Source: an optimization exercise on an open RTL-to-GDS flow (aim: a short achievable clock period and few clock cycles). Production flows keep margins and buffers that such runs may drop.
Function not checked in this run: the RTL went through the layout flow alone.
No activity file was given, so power comes from the tool's default toggle rates.

==> design/flow/design.v <==
package isa_pkg;
    localparam int DATA_W = 16;
    localparam int ADDR_W = 8;
    typedef logic [DATA_W-1:0] word_t;
    typedef logic [ADDR_W-1:0] addr_t;
    typedef enum logic [2:0] {
        CLASS_XFER  = 3'b000,   
        CLASS_ARITH = 3'b001,
        CLASS_CTRL  = 3'b010,
        CLASS_IO    = 3'b011    
    } op_class_e;
    typedef enum logic [7:0] {
        LDA = {CLASS_XFER, 1'b0, 4'b0000},
        STA = {CLASS_XFER, 1'b0, 4'b0001},
        ADD = {CLASS_ARITH, 1'b0, 4'b0000},
        SUB = {CLASS_ARITH, 1'b0, 4'b0001},
        CLR = {CLASS_ARITH, 1'b0, 4'b1110},
        BUN = {CLASS_CTRL, 1'b0, 4'b0000},   
        JZ  = {CLASS_CTRL, 1'b0, 4'b0001},
        JN  = {CLASS_CTRL, 1'b0, 4'b0010},
        INC = {CLASS_CTRL, 1'b0, 4'b0100},
        DEC = {CLASS_CTRL, 1'b0, 4'b0101},
        HLT = {CLASS_CTRL, 1'b0, 4'b1111},
        OUT = {CLASS_IO, 1'b0, 4'b0101}
    } opcode_e;
    typedef struct packed {
        opcode_e opcode;
        addr_t   addr;
    } instr_t;
    typedef union packed {
        instr_t instr;
        word_t  data;
    } mem_word_u;
endpackage
package ctrl_pkg;
    typedef struct packed {
        logic lda;    
        logic add;    
        logic sub;    
        logic clr;    
        logic inc;    
        logic dec;    
        logic sta;    
        logic out;    
        logic hlt;    
    } ex_ctrl_t;
    localparam int BANKS    = 16;
    localparam int BANK_W   = 4;    
    localparam int IN_BANK  = 16;
    localparam int IN_W     = 4;
endpackage
`timescale 1ns/1ps
module control_unit (
    input  logic               valid,
    input  isa_pkg::opcode_e   opcode,
    output ctrl_pkg::ex_ctrl_t ex,
    output logic               is_bun,
    output logic               is_jz,
    output logic               is_jn
);
    always_comb begin
        ex     = '0;
        is_bun = 1'b0;
        is_jz  = 1'b0;
        is_jn  = 1'b0;
        case (opcode)
            isa_pkg::LDA: ex.lda = valid;
            isa_pkg::STA: ex.sta = valid;
            isa_pkg::ADD: ex.add = valid;
            isa_pkg::SUB: ex.sub = valid;
            isa_pkg::CLR: ex.clr = valid;
            isa_pkg::INC: ex.inc = valid;
            isa_pkg::DEC: ex.dec = valid;
            isa_pkg::OUT: ex.out = valid;
            isa_pkg::BUN: is_bun = valid;
            isa_pkg::JZ:  is_jz  = valid;
            isa_pkg::JN:  is_jn  = valid;
            default:      ex.hlt = valid;   
        endcase
    end
endmodule
`timescale 1ns/1ps
module datapath (
    input  ctrl_pkg::ex_ctrl_t ex,
    input  isa_pkg::word_t     ac,
    input  isa_pkg::word_t     dr,
    output isa_pkg::word_t     ac_next
);
    isa_pkg::word_t b;
    logic           cin;
    isa_pkg::word_t sum;
    always_comb begin
        b   = ex.sub ? ~dr : (ex.add ? dr : (ex.dec ? 16'hFFFF : 16'h0000));
        cin = ex.sub | ex.inc;
    end
    assign sum = ac + b + isa_pkg::word_t'(cin);
    always_comb begin
        if (ex.lda)                                 ac_next = dr;
        else if (ex.clr)                            ac_next = '0;
        else if (ex.add | ex.sub | ex.inc | ex.dec) ac_next = sum;
        else                                        ac_next = ac;
    end
endmodule
`timescale 1ns/1ps
module main_memory (
    input  logic                    clk,
    input  logic                    we,
    input  isa_pkg::addr_t          waddr,
    input  isa_pkg::word_t          wdata,
    input  logic [ctrl_pkg::IN_W-1:0] raddr_a,
    output logic [ctrl_pkg::BANKS-1:0][15:0] rdata_a,
    input  logic [ctrl_pkg::IN_W-1:0] raddr_b,
    output logic [ctrl_pkg::BANKS-1:0][15:0] rdata_b
);
    isa_pkg::word_t mem_array [256];
    always_ff @(posedge clk) begin
        if (we) mem_array[waddr] <= wdata;
    end
    for (genvar b = 0; b < ctrl_pkg::BANKS; b++) begin : g_bank
        assign rdata_a[b] = mem_array[{b[ctrl_pkg::BANK_W-1:0], raddr_a}];
        assign rdata_b[b] = mem_array[{b[ctrl_pkg::BANK_W-1:0], raddr_b}];
    end
endmodule
`timescale 1ns/1ps
module cpu_top #(
    parameter int MEM_DEPTH = 256
) (
    input  logic           clk,
    input  logic           rst,
    input  logic           run,
    input  logic           load_en,
    input  isa_pkg::addr_t load_addr,
    input  isa_pkg::word_t load_data,
    output logic           out_valid,
    output isa_pkg::word_t out_data,
    output logic           halted
);
    localparam int BW = ctrl_pkg::BANK_W;
    localparam int IW = ctrl_pkg::IN_W;
    logic           ld_en_q;
    isa_pkg::addr_t ld_addr_q;
    isa_pkg::word_t ld_data_q;
    logic           run_q;
    isa_pkg::addr_t pc;
    logic           fv;
    isa_pkg::addr_t fpc;
    logic [ctrl_pkg::BANKS-1:0][15:0] pf;
    logic            v1;
    isa_pkg::instr_t ir;
    logic               v2;
    ctrl_pkg::ex_ctrl_t ctrl2;
    isa_pkg::addr_t     a2;
    logic               tk2;       
    logic               jz2, jn2;  
    logic [ctrl_pkg::BANKS-1:0][15:0] po;
    ctrl_pkg::ex_ctrl_t ex;
    logic               jz3, jn3;  
    isa_pkg::addr_t     ax;
    isa_pkg::word_t     dr;
    isa_pkg::word_t     ac;
    logic               ls_v;
    isa_pkg::addr_t     ls_a;
    isa_pkg::word_t     ls_d;
    logic           halted_q;
    logic           mem_we;
    isa_pkg::addr_t mem_waddr;
    isa_pkg::word_t mem_wdata;
    logic [ctrl_pkg::BANKS-1:0][15:0] rd_f;
    logic [ctrl_pkg::BANKS-1:0][15:0] rd_o;
    assign mem_we    = ld_en_q | ex.sta;
    assign mem_waddr = ld_en_q ? ld_addr_q : ax;
    assign mem_wdata = ld_en_q ? ld_data_q : ac;
    main_memory main_memory_inst (
        .clk     (clk),
        .we      (mem_we),
        .waddr   (mem_waddr),
        .wdata   (mem_wdata),
        .raddr_a (pc[IW-1:0]),
        .rdata_a (rd_f),
        .raddr_b (ir.addr[IW-1:0]),
        .rdata_b (rd_o)
    );
    isa_pkg::word_t ac_next;
    datapath datapath_inst (
        .ex           (ex),
        .ac           (ac),
        .dr           (dr),
        .ac_next      (ac_next)
    );
    logic ac_z, ac_n;
    logic acmod2, acmodx;
    assign ac_z   = (ac == '0);
    assign ac_n   = ac[isa_pkg::DATA_W-1];
    assign acmod2 = ctrl2.lda | ctrl2.add | ctrl2.sub | ctrl2.clr | ctrl2.inc | ctrl2.dec;
    assign acmodx = ex.lda | ex.add | ex.sub | ex.clr | ex.inc | ex.dec;
    ctrl_pkg::ex_ctrl_t ctrl1;
    logic               is_bun, is_jz, is_jn;
    logic               r1;
    logic               defer1_jz, defer1_jn;
    control_unit control_unit_inst (
        .valid  (v1),
        .opcode (ir.opcode),
        .ex     (ctrl1),
        .is_bun (is_bun),
        .is_jz  (is_jz),
        .is_jn  (is_jn)
    );
    assign r1        = is_bun | (~acmod2 & ~acmodx & ((is_jz & ac_z) | (is_jn & ac_n)));
    assign defer1_jz = is_jz & (acmod2 | acmodx);
    assign defer1_jn = is_jn & (acmod2 | acmodx);
    logic r2;
    logic defer2_jz, defer2_jn;
    assign r2        = ~acmodx & ((jz2 & ac_z) | (jn2 & ac_n));
    assign defer2_jz = jz2 & acmodx;
    assign defer2_jn = jn2 & acmodx;
    logic r3;
    assign r3 = (jz3 & ac_z) | (jn3 & ac_n);
    isa_pkg::word_t o_bank;
    isa_pkg::word_t opnd;
    assign o_bank = po[a2[7:IW]];
    always_comb begin
        if (ex.sta && ax == a2)        opnd = ac;
        else if (ls_v && ls_a == a2)   opnd = ls_d;
        else                           opnd = o_bank;
    end
    isa_pkg::word_t f_bank;
    isa_pkg::word_t fword;
    logic           smc;
    assign f_bank = pf[fpc[7:IW]];
    always_comb begin
        if (ex.sta && ax == fpc)       fword = ac;
        else if (ls_v && ls_a == fpc)  fword = ls_d;
        else                           fword = f_bank;
    end
    assign smc = fv & ((ctrl1.sta & (ir.addr == fpc)) | (ctrl2.sta & (a2 == fpc)));
    isa_pkg::word_t ir_next;
    always_comb begin
        if (r3)             ir_next = dr;
        else if (r2 | tk2)  ir_next = opnd;
        else                ir_next = fword;
    end
    logic running;
    assign running = run_q & ~halted_q & ~ex.hlt;
    always_ff @(posedge clk or posedge rst) begin
        if (rst) begin
            ld_en_q  <= 1'b0;
            run_q    <= 1'b0;
            halted_q <= 1'b0;
            pc       <= '0;
            fv       <= 1'b0;
            v1       <= 1'b0;
            v2       <= 1'b0;
            ctrl2    <= '0;
            tk2      <= 1'b0;
            jz2      <= 1'b0;
            jn2      <= 1'b0;
            ex       <= '0;
            jz3      <= 1'b0;
            jn3      <= 1'b0;
            ac       <= '0;
            ls_v     <= 1'b0;
        end else begin
            ld_en_q <= load_en;
            run_q   <= run;
            ac      <= ac_next;
            ls_v    <= ex.sta;
            if (ex.hlt) halted_q <= 1'b1;
            if (!running) begin
                fv    <= 1'b0;
                v1    <= 1'b0;
                v2    <= 1'b0;
                ctrl2 <= '0;
                tk2   <= 1'b0;
                jz2   <= 1'b0;
                jn2   <= 1'b0;
                ex    <= '0;
                jz3   <= 1'b0;
                jn3   <= 1'b0;
            end else begin
                if (r3) begin
                    ex  <= '0;
                    jz3 <= 1'b0;
                    jn3 <= 1'b0;
                end else begin
                    ex  <= ctrl2;
                    jz3 <= defer2_jz;
                    jn3 <= defer2_jn;
                end
                if (r3 | r2) begin
                    v2    <= 1'b0;
                    ctrl2 <= '0;
                    tk2   <= 1'b0;
                    jz2   <= 1'b0;
                    jn2   <= 1'b0;
                end else begin
                    v2    <= v1;
                    ctrl2 <= ctrl1;
                    tk2   <= r1;
                    jz2   <= defer1_jz;
                    jn2   <= defer1_jn;
                end
                if (r3) begin
                    v1 <= 1'b1;              
                    fv <= 1'b0;
                    pc <= ax + 8'd1;
                end else if (r2) begin
                    v1 <= 1'b1;              
                    fv <= 1'b0;
                    pc <= a2 + 8'd1;
                end else if (tk2) begin
                    v1 <= 1'b1;              
                    fv <= 1'b1;              
                    pc <= pc + 8'd1;
                end else if (r1) begin
                    v1 <= 1'b0;
                    fv <= 1'b0;
                    pc <= ir.addr + 8'd1;
                end else if (smc) begin
                    v1 <= 1'b0;
                    fv <= 1'b0;
                    pc <= fpc;
                end else begin
                    v1 <= fv;
                    fv <= 1'b1;
                    pc <= pc + 8'd1;
                end
            end
        end
    end
    always_ff @(posedge clk) begin
        ld_addr_q <= load_addr;
        ld_data_q <= load_data;
        fpc       <= pc;
        pf        <= rd_f;
        ir        <= ir_next;
        a2        <= ir.addr;
        po        <= rd_o;
        ax        <= a2;
        dr        <= opnd;
        ls_a      <= ax;
        ls_d      <= ac;
    end
    assign out_valid = ex.out;
    assign out_data  = ac;
    assign halted    = halted_q;
endmodule
==> design/flow/run.sh <==
#!/bin/bash
# synth_recipe.tcl (not shown) runs the flow's synth.tcl, then flattens the netlist and writes it again
# the make line also repeats each setting of config.mk as NAME=value (left out here)
make -C /OpenROAD-flow-scripts/flow DESIGN_CONFIG=/design/flow/config.mk WORK_HOME=/design/flow/orfs CLKGATE_MAP_FILE= SYNTH_SCRIPT=/design/flow/synth_recipe.tcl finish
==> design/flow/config.mk <==
export PLATFORM = sky130hd
export DESIGN_NAME = cpu_top
export DESIGN_NICKNAME = cpu_top
export VERILOG_FILES = /design/flow/design.v
export SDC_FILE = /design/flow/constraint.sdc
export NUM_CORES = 4
export LEC_CHECK = 0
export ABC_CLOCK_PERIOD_IN_PS = 2500
export CAP_MARGIN = 20
export CORE_MARGIN = 2
export CORE_UTILIZATION = 45
export SETUP_SLACK_MARGIN = 2.0
export SLEW_MARGIN = 20
==> design/flow/constraint.sdc <==
create_clock -name core_clock -period 5.0 [get_ports {clk}]
set_input_delay 1.0000 -clock core_clock [delete_from_list [all_inputs] [get_ports {clk}]]
set_output_delay 1.0000 -clock core_clock [all_outputs]
set_load 0.01 [all_outputs]
==> run summary <==
## metal layers
| metal | global-route usage | vias to the layer above | part of all wire |
|---|---|---|---|
| li1 | - | 41100 | - |
| met1 | 0.385 | 59800 | 0.37 |
| met2 | 0.444 | 6080 | 0.48 |
| met3 | 0.0617 | 1136 | 0.10 |
| met4 | 0.117 | 18 | 0.049 |
| met5 | 0 | - | 0.00017 |
## worst max-delay path, stage by stage (launching register included)
cell and delay, ns:
dfrtp_1 0.41, or2_4 0.19, o21ai_2 0.06, mux2_4 0.30, inv_4 0.06, ha_4 0.19
nor2b_4 0.12, o31a_1 0.28, o22a_1 0.23, a211o_1 0.30, a2111o_1 0.36, and4_1 0.16
xnor2_1 0.12, a22o_1 0.18
## worst max-delay path by stage
stage                                               end  slack [ns]  cells after the start
floorplan              main_memory_inst.mem_array[0][0]        1.11                      5
global placement    main_memory_inst.mem_array[198][10]        1.17                      5
detailed placement  main_memory_inst.mem_array[102][10]        1.04                      5
CTS                                              ac[15]        1.81                     13
global route                                     ac[15]        1.82                     12
finish                                           ac[15]        1.93                     13
## flip-flops by register name, indices dropped and copies added, names as in the netlist, 9 cells and up
| signal | cells |
|---|---|
| ac | 16 |
| ctrl2 | 9 |
| dr | 16 |
| ex | 9 |
| ir | 16 |
| ld_data_q | 16 |
| ls_d | 16 |
| main_memory_inst.mem_array | 4096 |
| pf | 256 |
| po | 256 |
## stage by stage
stage	total power (W)	instance area [µm²]	setup slack, ns
global route	0.147	237000	1.82
detailed placement	0.104	217000	1.04
CTS	0.143	236000	1.81
finish	0.143	237000	1.93
floorplan	0.0831	206000	1.11
global placement	0.104	217000	1.17
## cells in the final DEF (no fill, tap or decap), types with 10 or more instances in the layout
| cell | instances |
|---|---|
| inv_6 | 20 |
| o21ai_0 | 44 |
| edfxtp_1 | 4096 |
| nand3_1 | 26 |
| diode_2 | 55 |
| nor3_1 | 14 |
| nor2_2 | 169 |
| dfxtp_1 | 601 |
| mux4_2 | 2720 |
| xnor2_1 | 60 |
| dfrtp_1 | 35 |
| dlygate4sd2_1 | 10 |
| xor2_1 | 22 |
| inv_1 | 20 |
| mux2i_1 | 38 |
| nand2_1 | 88 |
| buf_12 | 136 |
| nor2_1 | 70 |
| mux2_2 | 32 |
| mux2_8 | 13 |
| clkdlybuf4s50_1 | 27 |
| clkinv_2 | 70 |
| clkinv_8 | 14 |
| nand2_2 | 18 |
| clkbuf_8 | 48 |
| nor2_4 | 90 |
| clkinv_1 | 63 |
| ha_1 | 17 |
| and3_1 | 19 |
| a21oi_1 | 25 |
| clkbuf_16 | 541 |
| clkbuf_1 | 152 |
| bufinv_16 | 42 |
| buf_4 | 435 |
## kinds of logic (layout without fill, tap and decap cells)
group	Yosys count	count (layout)	share of synthesized area
flops	4765	4765	0.663
mux	2805	2805	0.302
buf+inv	715	1622	0.0132
simple gates	560	560	0.0117
compound gates	161	161	0.00518
xor+xnor	82	82	0.00349
fa+ha+maj	20	20	0.00129
other cells	0	55	0
## where the power goes
group / switching (W) / leakage [nW] / internal (W)
combinational: 0.0269 / 22.8 / 0.0253
clock: 0.0162 / 8.46 / 0.0229
sequential: 0.00494 / 43.2 / 0.0467
## final cells by class
cell class,count,area (µm²),area share
Multi-Input combinational cell,3628,68400,0.289
Clock buffer,741,14800,0.0624
Tap cell,6000,7510,0.0317
Clock inverter,228,2540,0.0107
Inverter,23,92.6,0.000391
Sequential cell,4765,137000,0.577
Timing Repair Buffer,630,6660,0.0281
Antenna cell,55,138,0.000581
## repair_timing
item	in CTS	in global routing
pin swaps	35	26
setup endpoints to repair	4491	830
gates resized for setup	194	55
setup buffers	87	18
==> results.py <==
metrics = {
    "grt": {
        "grt_usage": 0.282,
        "grt_pass1_vias": 110000,
        "antenna_found_initial": 69,
        "grt_max_degree": 177,
        "grt_pass1_wl_um": 905000,
        "grt_overflow": 0,
    },
    "synthesis": {
        "netlist_area_um2": 206000,
        "syn-num-nets": 9156,
        "synth.most_common_cell": "edfxtp_1",
        "synthFlopType": "edfxtp_1",
        "synth_edf_count": 4096,
        "synth_top_area_frac": 0.597,
        "ys_warn_count": 4,
        "synthTopCellsByArea": "edfxtp_1, mux4_2, dfxtp_1",
        "synth_seq_area_share": 0.663,
        "synth_seq_cells": 4765,
        "yosysTopAreaCell": "edfxtp_1",
        "netlist_instances": 9108,
        "synthTopCellsByCount": "edfxtp_1, mux4_2, dfxtp_1",
        "synth_cell_types": 70,
        "async_reset_ff_frac": 0.0111,
        "synth.avg_cell_area_um2": 22.6,
    },
    "critical_path": {
        "worstSetupStartpointType": "flop",
        "crit_path_end_kind": "flop",
        "crit_start": "ex[7]",
        "reg2reg_depth": 13,
        "critPathRequiredTime_ns": 5.98,
        "critPathKind": "flop to flop",
        "path_max_fanout": 6,
        "r2r_start": "ex[7]",
        "critPathArrivalTime_ns": 4.06,
        "r2r_setup_slack_ns": 1.93,
        "r2r_end": "ac[15]",
    },
    "layout": {
        "nNetsFinal": 9622,
        "n_fill_cell": 34900,
        "finalNonFillerCells": 16100,
        "area_growth_pct": 15.0,
        "final_core_util": 0.519,
        "drive_gt1_frac": 0.448,
    },
    "placed_design": {
        "gp_congestion": 0.927,
        "dp_hpwl_um": 405000,
        "port_buffers": 45,
        "dp_cells": 14900,
    },
    "pwr": {
        "cellLeakagePower_nw": 74.5,
        "irDropWorstVdd_mv": 0.545,
        "power_density_nw_per_um2": 604,
    },
    "timing": {
        "relSlewSlack": 0.188,
        "whs_ns": 0.347,
        "fin_crit_sh": 0.615,
        "period_needed_ns": 3.07,
        "clock_skew_ns": 0.0552,
        "fmax_mhz": 325,
        "setup-tns-final_ns": 0,
        "rsz0062_at_grt": "true",
        "worst_slew_pin_slew_ns": 1.22,
        "finalHoldViolations": 0,
        "finalMaxSlewViolations": 0,
        "setup_violations": 0,
    },
    "detailed_routing": {
        "drc": 0,
        "wl_per_cell_um": 40.7,
        "drt_pass1_iterations": 7,
        "viasPerCell": 6.73,
        "wirelength_um": 654000,
        "vias": 108000,
        "initialDrtViolationCount": 14600,
        "ant_nets": 0,
    },
    "hold_path": {
        "holdPathStages": 1,
        "hold_end": "ld_data_q[7]",
        "min_from": "load_data[7]",
        "min_path_type": "input pin to flop",
    },
    "clock_network": {
        "h-tree-depth": 6,
        "clock_sinks": 4765,
        "cts_inserted_buffers": 526,
        "clockRootBuffer": "clkbuf_16",
        "tritoncts": "built",
        "clk_pin_slew_ns": 0.06,
        "cts_buffer_depth": 4,
        "clock_latency_ns": 1.10,
        "postCtsHoldBufs": 0,
    },
    "job": {
        "drv_cap": 0,
    },
    "die": {
        "ios": 46,
        "fp.dieW_um": 681,
        "die-height_um": 681,
        "die_area_um2": 463000,
        "coreArea_um2": 456000,
        "rows": 248,
        "start_util": 0.452,
    },
    "run_status": {
        "status": "no timing/DRC/antenna violations",
    },
}

==> what the ideal ports hide <==
No port has a modelled driver above. Below, the same layout with a new extraction and two added sets of constraints.
Step 1 assumes that a clkbuf_16 drives the clock port and a buf_2 every other input.
Step 2 moves the port delays by t, midway between the first and last clock arrival at a register: inputs arrive t later, outputs are due t later. That takes back most of the time a late clock gives input paths.
a / b / c = ideal / step 1 / step 2; a / b = the first two.
t (ns): 1.171
setup slack, ns: 1.925 / 1.890 / 1.925
worst setup path at the end: register to register
clock arrival spread, ns: 0.065 / 0.065
After both steps this run still meets setup and hold. For this run, drivers alone change the setup slack by -0.035 ns; drivers and shift together by 0.000 ns.
